From an optimization exercise on the open Yosys and OpenROAD flow, aimed at small area and a short achievable clock period; shortcuts taken in it are not production practice.

==> run a <==
==> flow/design.v (excerpt) <==
module yuv_to_rgb_core (
	input  logic                CLOCK_50_I,
	input  logic                resetn,
	input  logic                pair_strobe,
	input  pixel_pkg::sample_t  y_even,
	input  pixel_pkg::sample_t  y_odd,
	input  pixel_pkg::sample_t  u_in,
	input  pixel_pkg::sample_t  v_in,
	output logic                rgb_strobe,
	output pixel_pkg::channel_t r_even,
	output pixel_pkg::channel_t g_even,
	output pixel_pkg::channel_t b_even,
	output pixel_pkg::channel_t r_odd,
	output pixel_pkg::channel_t g_odd,
	output pixel_pkg::channel_t b_odd
);
Settings: LEC_CHECK=0, ABC_AREA=1, CAP_MARGIN=20, CORE_MARGIN=2, CORE_UTILIZATION=40, CTS_BUF_LIST=sky130_fd_sc_hd__clkbuf_8, SLEW_MARGIN=20; clock period 11.5 ns.
standard.sh (not shown) runs the stock make flow with config.mk's settings and CLKGATE_MAP_FILE= SYNTH_SCRIPT=/design/flow/synth_recipe.tcl, a recipe that flattens the netlist after the stock synthesis.
==> flow/flow/run.sh <==
#!/bin/bash
# Standard layout, with one extra step between synthesis and floorplan:
# flow/polarity.py re-polarises the full-adder cells of the standard
# synthesis netlist to drop the inverters synthesis leaves between them.
# Each tool's output goes to a log of its own in this folder.
set -e
R=orfs/results/$FLOW_PLATFORM/yuv_to_rgb_core/base
bash standard.sh synth > 1_synth_std.log 2>&1
cp $R/1_2_yosys.v 1_2_yosys_std.v
python3 flow/polarity.py 1_2_yosys_std.v $R/1_2_yosys.v > polarity.log 2>&1
export SETUP_SLACK_MARGIN=7.9
# Port buffers: a plain buffer rather than the delay cell buffer_ports picks
export BUFFER_PORTS_ARGS="-buffer_cell sky130_fd_sc_hd__buf_2"
bash standard.sh finish > finish.log 2>&1
Other scripts of this flow, unchanged in this note and not shown: flow/flow/polarity.py
==> run b: changes against run a <==
--- a/flow/design.v
+++ b/flow/design.v
@@ -1007,29 +1007,29 @@
 	assign t_63 = t_36 ^ t_19 ^ t_35;
 	assign t_64 = (t_36 & t_19) | (t_36 & t_35) | (t_19 & t_35);
 	assign t_65 = t_38 ^ s[6] ^ t_37;
 	assign t_66 = (t_38 & s[6]) | (t_38 & t_37) | (s[6] & t_37);
 	assign t_67 = r[9] ^ s[7] ^ t_39;
 	assign t_68 = (r[9] & s[7]) | (r[9] & t_39) | (s[7] & t_39);
 	assign t_69 = t_40 & ~r[0];
-	assign t_70 = t_40 | ~r[0];
+	assign t_70 = t_40 ^ ~r[0];
 	assign t_71 = t_41 & q[0];
-	assign t_72 = t_41 | q[0];
+	assign t_72 = t_41 ^ q[0];
 	assign t_73 = t_43 & t_42;
-	assign t_74 = t_43 | t_42;
+	assign t_74 = t_43 ^ t_42;
 	assign t_75 = t_45 & t_44;
-	assign t_76 = t_45 | t_44;
+	assign t_76 = t_45 ^ t_44;
 	assign t_77 = t_47 & t_46;
-	assign t_78 = t_47 | t_46;
+	assign t_78 = t_47 ^ t_46;
 	assign t_79 = t_49 & t_48;
-	assign t_80 = t_49 | t_48;
+	assign t_80 = t_49 ^ t_48;
 	assign t_81 = t_51 & t_50;
-	assign t_82 = t_51 | t_50;
+	assign t_82 = t_51 ^ t_50;
 	assign t_83 = t_53 & t_52;
-	assign t_84 = t_53 | t_52;
+	assign t_84 = t_53 ^ t_52;
 	assign t_85 = t_55 & t_54;
 	assign t_86 = t_55 ^ t_54;
 	assign t_87 = t_57 & t_56;
 	assign t_88 = t_57 ^ t_56;
 	assign t_89 = t_59 & t_58;
 	assign t_90 = t_59 ^ t_58;
 	assign t_91 = t_61 & t_60;
@@ -2362,41 +2362,41 @@
 	assign r_115 = (r_71 & v[5]) | (r_71 & r_70) | (v[5] & r_70);
 	assign r_116 = r_73 ^ v[6] ^ r_72;
 	assign r_117 = (r_73 & v[6]) | (r_73 & r_72) | (v[6] & r_72);
 	assign r_118 = l[24] ^ v[7] ^ l[23];
 	assign r_119 = (l[24] & v[7]) | (l[24] & l[23]) | (v[7] & l[23]);
 	assign r_120 = ~~v[0];
 	assign r_121 = r_74 & v[0];
-	assign r_122 = r_74 | v[0];
+	assign r_122 = r_74 ^ v[0];
 	assign r_123 = r_76 & r_75;
-	assign r_124 = r_76 | r_75;
+	assign r_124 = r_76 ^ r_75;
 	assign r_125 = r_78 & r_77;
-	assign r_126 = r_78 | r_77;
+	assign r_126 = r_78 ^ r_77;
 	assign r_127 = r_80 & r_79;
-	assign r_128 = r_80 | r_79;
+	assign r_128 = r_80 ^ r_79;
 	assign r_129 = r_82 & r_81;
-	assign r_130 = r_82 | r_81;
+	assign r_130 = r_82 ^ r_81;
 	assign r_131 = r_84 & r_83;
-	assign r_132 = r_84 | r_83;
+	assign r_132 = r_84 ^ r_83;
 	assign r_133 = r_86 & r_85;
-	assign r_134 = r_86 | r_85;
+	assign r_134 = r_86 ^ r_85;
 	assign r_135 = r_88 & r_87;
-	assign r_136 = r_88 | r_87;
+	assign r_136 = r_88 ^ r_87;
 	assign r_137 = r_90 & r_89;
-	assign r_138 = r_90 | r_89;
+	assign r_138 = r_90 ^ r_89;
 	assign r_139 = r_92 & r_91;
-	assign r_140 = r_92 | r_91;
+	assign r_140 = r_92 ^ r_91;
 	assign r_141 = r_94 & r_93;
-	assign r_142 = r_94 | r_93;
+	assign r_142 = r_94 ^ r_93;
 	assign r_143 = r_96 & r_95;
-	assign r_144 = r_96 | r_95;
+	assign r_144 = r_96 ^ r_95;
 	assign r_145 = r_98 & r_97;
-	assign r_146 = r_98 | r_97;
+	assign r_146 = r_98 ^ r_97;
 	assign r_147 = r_100 & r_99;
-	assign r_148 = r_100 | r_99;
+	assign r_148 = r_100 ^ r_99;
 	assign r_149 = r_102 & r_101;
 	assign r_150 = r_102 ^ r_101;
 	assign r_151 = r_104 & r_103;
 	assign r_152 = r_104 ^ r_103;
 	assign r_153 = r_106 & r_105;
 	assign r_154 = r_106 ^ r_105;
 	assign r_155 = r_108 & r_107;
@@ -2753,41 +2753,41 @@
 	assign g_506 = (g_463 & g_423) | (g_463 & g_462) | (g_423 & g_462);
 	assign g_507 = g_465 ^ g_425 ^ g_464;
 	assign g_508 = (g_465 & g_425) | (g_465 & g_464) | (g_425 & g_464);
 	assign g_509 = l[24] ^ g_466;
 	assign g_510 = l[24] & g_466;
 	assign g_511 = ~~v[0];
 	assign g_512 = l[2] & ~v[2];
-	assign g_513 = l[2] | ~v[2];
+	assign g_513 = l[2] ^ ~v[2];
 	assign g_514 = g_467 & ~v[3];
-	assign g_515 = g_467 | ~v[3];
+	assign g_515 = g_467 ^ ~v[3];
 	assign g_516 = g_469 & g_468;
-	assign g_517 = g_469 | g_468;
+	assign g_517 = g_469 ^ g_468;
 	assign g_518 = g_471 & g_470;
-	assign g_519 = g_471 | g_470;
+	assign g_519 = g_471 ^ g_470;
 	assign g_520 = g_473 & g_472;
-	assign g_521 = g_473 | g_472;
+	assign g_521 = g_473 ^ g_472;
 	assign g_522 = g_475 & g_474;
-	assign g_523 = g_475 | g_474;
+	assign g_523 = g_475 ^ g_474;
 	assign g_524 = g_477 & g_476;
-	assign g_525 = g_477 | g_476;
+	assign g_525 = g_477 ^ g_476;
 	assign g_526 = g_479 & g_478;
-	assign g_527 = g_479 | g_478;
+	assign g_527 = g_479 ^ g_478;
 	assign g_528 = g_481 & g_480;
-	assign g_529 = g_481 | g_480;
+	assign g_529 = g_481 ^ g_480;
 	assign g_530 = g_483 & g_482;
-	assign g_531 = g_483 | g_482;
+	assign g_531 = g_483 ^ g_482;
 	assign g_532 = g_485 & g_484;
-	assign g_533 = g_485 | g_484;
+	assign g_533 = g_485 ^ g_484;
 	assign g_534 = g_487 & g_486;
-	assign g_535 = g_487 | g_486;
+	assign g_535 = g_487 ^ g_486;
 	assign g_536 = g_489 & g_488;
-	assign g_537 = g_489 | g_488;
+	assign g_537 = g_489 ^ g_488;
 	assign g_538 = g_491 & g_490;
-	assign g_539 = g_491 | g_490;
+	assign g_539 = g_491 ^ g_490;
 	assign g_540 = g_493 & g_492;
 	assign g_541 = g_493 ^ g_492;
 	assign g_542 = g_495 & g_494;
 	assign g_543 = g_495 ^ g_494;
 	assign g_544 = g_497 & g_496;
 	assign g_545 = g_497 ^ g_496;
 	assign g_546 = g_499 & g_498;
@@ -3076,41 +3076,41 @@
 	assign b_829 = l[22] | u[5];
 	assign b_830 = ~(l[23] ^ u[6]);
 	assign b_831 = l[23] | u[6];
 	assign b_832 = l[24] ^ u[7];
 	assign b_833 = l[24] & u[7];
 	assign b_834 = ~~u[0];
 	assign b_835 = b_788 & ~u[0];
-	assign b_836 = b_788 | ~u[0];
+	assign b_836 = b_788 ^ ~u[0];
 	assign b_837 = b_790 & b_789;
-	assign b_838 = b_790 | b_789;
+	assign b_838 = b_790 ^ b_789;
 	assign b_839 = b_792 & b_791;
-	assign b_840 = b_792 | b_791;
+	assign b_840 = b_792 ^ b_791;
 	assign b_841 = b_794 & b_793;
-	assign b_842 = b_794 | b_793;
+	assign b_842 = b_794 ^ b_793;
 	assign b_843 = b_796 & b_795;
-	assign b_844 = b_796 | b_795;
+	assign b_844 = b_796 ^ b_795;
 	assign b_845 = b_798 & b_797;
-	assign b_846 = b_798 | b_797;
+	assign b_846 = b_798 ^ b_797;
 	assign b_847 = b_800 & b_799;
-	assign b_848 = b_800 | b_799;
+	assign b_848 = b_800 ^ b_799;
 	assign b_849 = b_802 & b_801;
-	assign b_850 = b_802 | b_801;
+	assign b_850 = b_802 ^ b_801;
 	assign b_851 = b_804 & b_803;
-	assign b_852 = b_804 | b_803;
+	assign b_852 = b_804 ^ b_803;
 	assign b_853 = b_806 & b_805;
-	assign b_854 = b_806 | b_805;
+	assign b_854 = b_806 ^ b_805;
 	assign b_855 = b_808 & b_807;
-	assign b_856 = b_808 | b_807;
+	assign b_856 = b_808 ^ b_807;
 	assign b_857 = b_810 & b_809;
-	assign b_858 = b_810 | b_809;
+	assign b_858 = b_810 ^ b_809;
 	assign b_859 = b_812 & b_811;
-	assign b_860 = b_812 | b_811;
+	assign b_860 = b_812 ^ b_811;
 	assign b_861 = b_814 & b_813;
-	assign b_862 = b_814 | b_813;
+	assign b_862 = b_814 ^ b_813;
 	assign b_863 = b_816 & b_815;
 	assign b_864 = b_816 ^ b_815;
 	assign b_865 = b_818 & b_817;
 	assign b_866 = b_818 ^ b_817;
 	assign b_867 = b_820 & b_819;
 	assign b_868 = b_820 ^ b_819;
 	assign b_869 = b_822 & b_821;
--- a/flow/flow/run.sh
+++ b/flow/flow/run.sh
@@ -4,11 +4,11 @@
 # synthesis netlist to drop the inverters synthesis leaves between them.
 # Each tool's output goes to a log of its own in this folder.
 set -e
 R=orfs/results/$FLOW_PLATFORM/yuv_to_rgb_core/base
 bash standard.sh synth > 1_synth_std.log 2>&1
 cp $R/1_2_yosys.v 1_2_yosys_std.v
 python3 flow/polarity.py 1_2_yosys_std.v $R/1_2_yosys.v > polarity.log 2>&1
-export SETUP_SLACK_MARGIN=7.9
+export SETUP_SLACK_MARGIN=8.2
 # Port buffers: a plain buffer rather than the delay cell buffer_ports picks
 export BUFFER_PORTS_ARGS="-buffer_cell sky130_fd_sc_hd__buf_2"
 bash standard.sh finish > finish.log 2>&1
==> flow/config.mk (replaced) <==
export PLATFORM = sky130hd
export DESIGN_NAME = yuv_to_rgb_core
export DESIGN_NICKNAME = yuv_to_rgb_core
export VERILOG_FILES = /design/flow/design.v
export SDC_FILE = /design/flow/constraint.sdc
export NUM_CORES = 4
export LEC_CHECK = 0
export CAP_MARGIN = 20
export CORE_MARGIN = 2
export CORE_UTILIZATION = 40
export SLEW_MARGIN = 20
==> run c: changes against run a <==
--- a/flow/flow/run.sh
+++ b/flow/flow/run.sh
@@ -4,11 +4,11 @@
 # synthesis netlist to drop the inverters synthesis leaves between them.
 # Each tool's output goes to a log of its own in this folder.
 set -e
 R=orfs/results/$FLOW_PLATFORM/yuv_to_rgb_core/base
 bash standard.sh synth > 1_synth_std.log 2>&1
 cp $R/1_2_yosys.v 1_2_yosys_std.v
 python3 flow/polarity.py 1_2_yosys_std.v $R/1_2_yosys.v > polarity.log 2>&1
-export SETUP_SLACK_MARGIN=7.9
+export SETUP_SLACK_MARGIN=8.2
 # Port buffers: a plain buffer rather than the delay cell buffer_ports picks
 export BUFFER_PORTS_ARGS="-buffer_cell sky130_fd_sc_hd__buf_2"
 bash standard.sh finish > finish.log 2>&1
--- a/flow/config.mk
+++ b/flow/config.mk
@@ -5,9 +5,8 @@
 export SDC_FILE = /design/flow/constraint.sdc
 export NUM_CORES = 4
 export LEC_CHECK = 0
 export ABC_AREA = 1
 export CAP_MARGIN = 20
 export CORE_MARGIN = 2
 export CORE_UTILIZATION = 40
-export CTS_BUF_LIST = sky130_fd_sc_hd__clkbuf_8
 export SLEW_MARGIN = 20
==> run d: changes against run a <==
--- a/flow/config.mk
+++ b/flow/config.mk
@@ -5,9 +5,8 @@
 export SDC_FILE = /design/flow/constraint.sdc
 export NUM_CORES = 4
 export LEC_CHECK = 0
 export ABC_AREA = 1
 export CAP_MARGIN = 20
 export CORE_MARGIN = 2
 export CORE_UTILIZATION = 40
-export CTS_BUF_LIST = sky130_fd_sc_hd__clkbuf_8
 export SLEW_MARGIN = 20
==> results.py <==
metrics = {
    "setup_path": {
        "regToRegSetupSlack_ns": 7.79,
        "crit_path_frequent_cell": "nor2_2",
        "worstPathRequired_ns": 12.05,
    },
    "outcome": {
        "outcome": "no timing/DRC/antenna violations",
    },
    "logic_synthesis": {
        "netlist_instances": 2945,
    },
    "global_routing": {
        "grt_usage_pct": 18.0,
    },
    "cells_and_area": {
        "seq_area_um2": 9200,
    },
}
the above is filed under run a

==> results.py <==
metrics = {
    "global_routing": {
        "grt_usage_pct": 18.0,
        "grt_first_pass_wirelength_um": 111000,
    },
    "cells_and_area": {
        "seq_area_um2": 9250,
    },
    "outcome": {
        "outcome": "no timing/DRC/antenna violations",
    },
    "routing": {
        "route.met2.wl_um": 32600,
    },
    "timing": {
        "hold_viol": 0,
        "relSlewSlack_pct": 31.3,
    },
    "setup_path": {
        "cp-startpoint": "v_q_s1[7]$_DFF_P_",
        "regToRegSetupSlack_ns": 7.79,
        "r2r_end": "v_odd_s2[4]$_DFF_P_",
        "worstPathRequired_ns": 12.00,
    },
    "floorplanning": {
        "core_area_um2": 73300,
        "rows": 99,
    },
    "placement": {
        "pre_cts_slack_ns": 7.56,
    },
}
the above is filed under run c

==> results.py <==
metrics = {
    "routing": {
        "wl_per_cell_um": 17.7,
    },
    "cells_and_area": {
        "seq_area_um2": 9230,
    },
    "global_routing": {
        "grt_usage_pct": 17.4,
    },
    "setup_path": {
        "crit_path_frequent_cell": "fa_1",
        "regToRegSetupSlack_ns": 7.17,
        "worstSetupEndpointType": "flop",
    },
    "logic_synthesis": {
        "netlist_instances": 2320,
        "synth_nets": 3192,
    },
    "outcome": {
        "outcome": "no timing/DRC/antenna violations",
    },
    "hold_path": {
        "hold_depth": 0,
    },
    "floorplanning": {
        "die_area_um2": 74500,
    },
}
the above is filed under run b

==> results.py <==
metrics = {
    "setup_path": {
        "worstPathRequired_ns": 11.98,
        "reg2regPathDepth": 16,
        "regToRegSetupSlack_ns": 7.73,
    },
    "timing": {
        "setup_viol": 0,
    },
    "cells_and_area": {
        "seq_area_um2": 9210,
        "synthToLayoutAreaGrowth_pct": 22.7,
    },
    "outcome": {
        "outcome": "no timing/DRC/antenna violations",
    },
    "logic_synthesis": {
        "netlist_instances": 2945,
    },
    "global_routing": {
        "grt_usage_pct": 18.0,
    },
}
the above is filed under run d

No run of this note included a check of the RTL's function; only the layout flow was run.

-- static timing again, ports no longer ideal --
The flow's constraints put no driver on any port. The routed layouts listed below were extracted and timed again, unchanged, in two steps. Step 1 assumes that a clkbuf_16 drives the clock port and a buf_2 every other input. Step 2, shift: input delay + t, output delay - t, t = (earliest + latest rising clock arrival at the registers) / 2. This alone moves slack from input paths to output paths. Slacks: no drivers / after step 1 / after step 2; pairs: no drivers / after step 1.
run	t (ns)	setup WS [ns]	worst setup path after step 2	clock arrival spread, ns	slew at the worst register clock pin (ns)
run a	0.694	7.792 / 7.792 / 7.742	input to register	0.044 / 0.045	0.07 / 0.07
run b	0.639	7.173 / 7.173 / 7.173	register to register	0.060 / 0.060	0.07 / 0.07
run c	0.635	7.792 / 7.792 / 7.792	register to register	0.022 / 0.021	0.07 / 0.07
run d	0.643	7.728 / 7.728 / 7.728	register to register	0.064 / 0.064	0.07 / 0.07
After both steps setup and hold are still met in every run listed. For run a, which loses most, drivers alone change the setup slack by 0.000 ns; drivers and shift together by -0.050 ns.
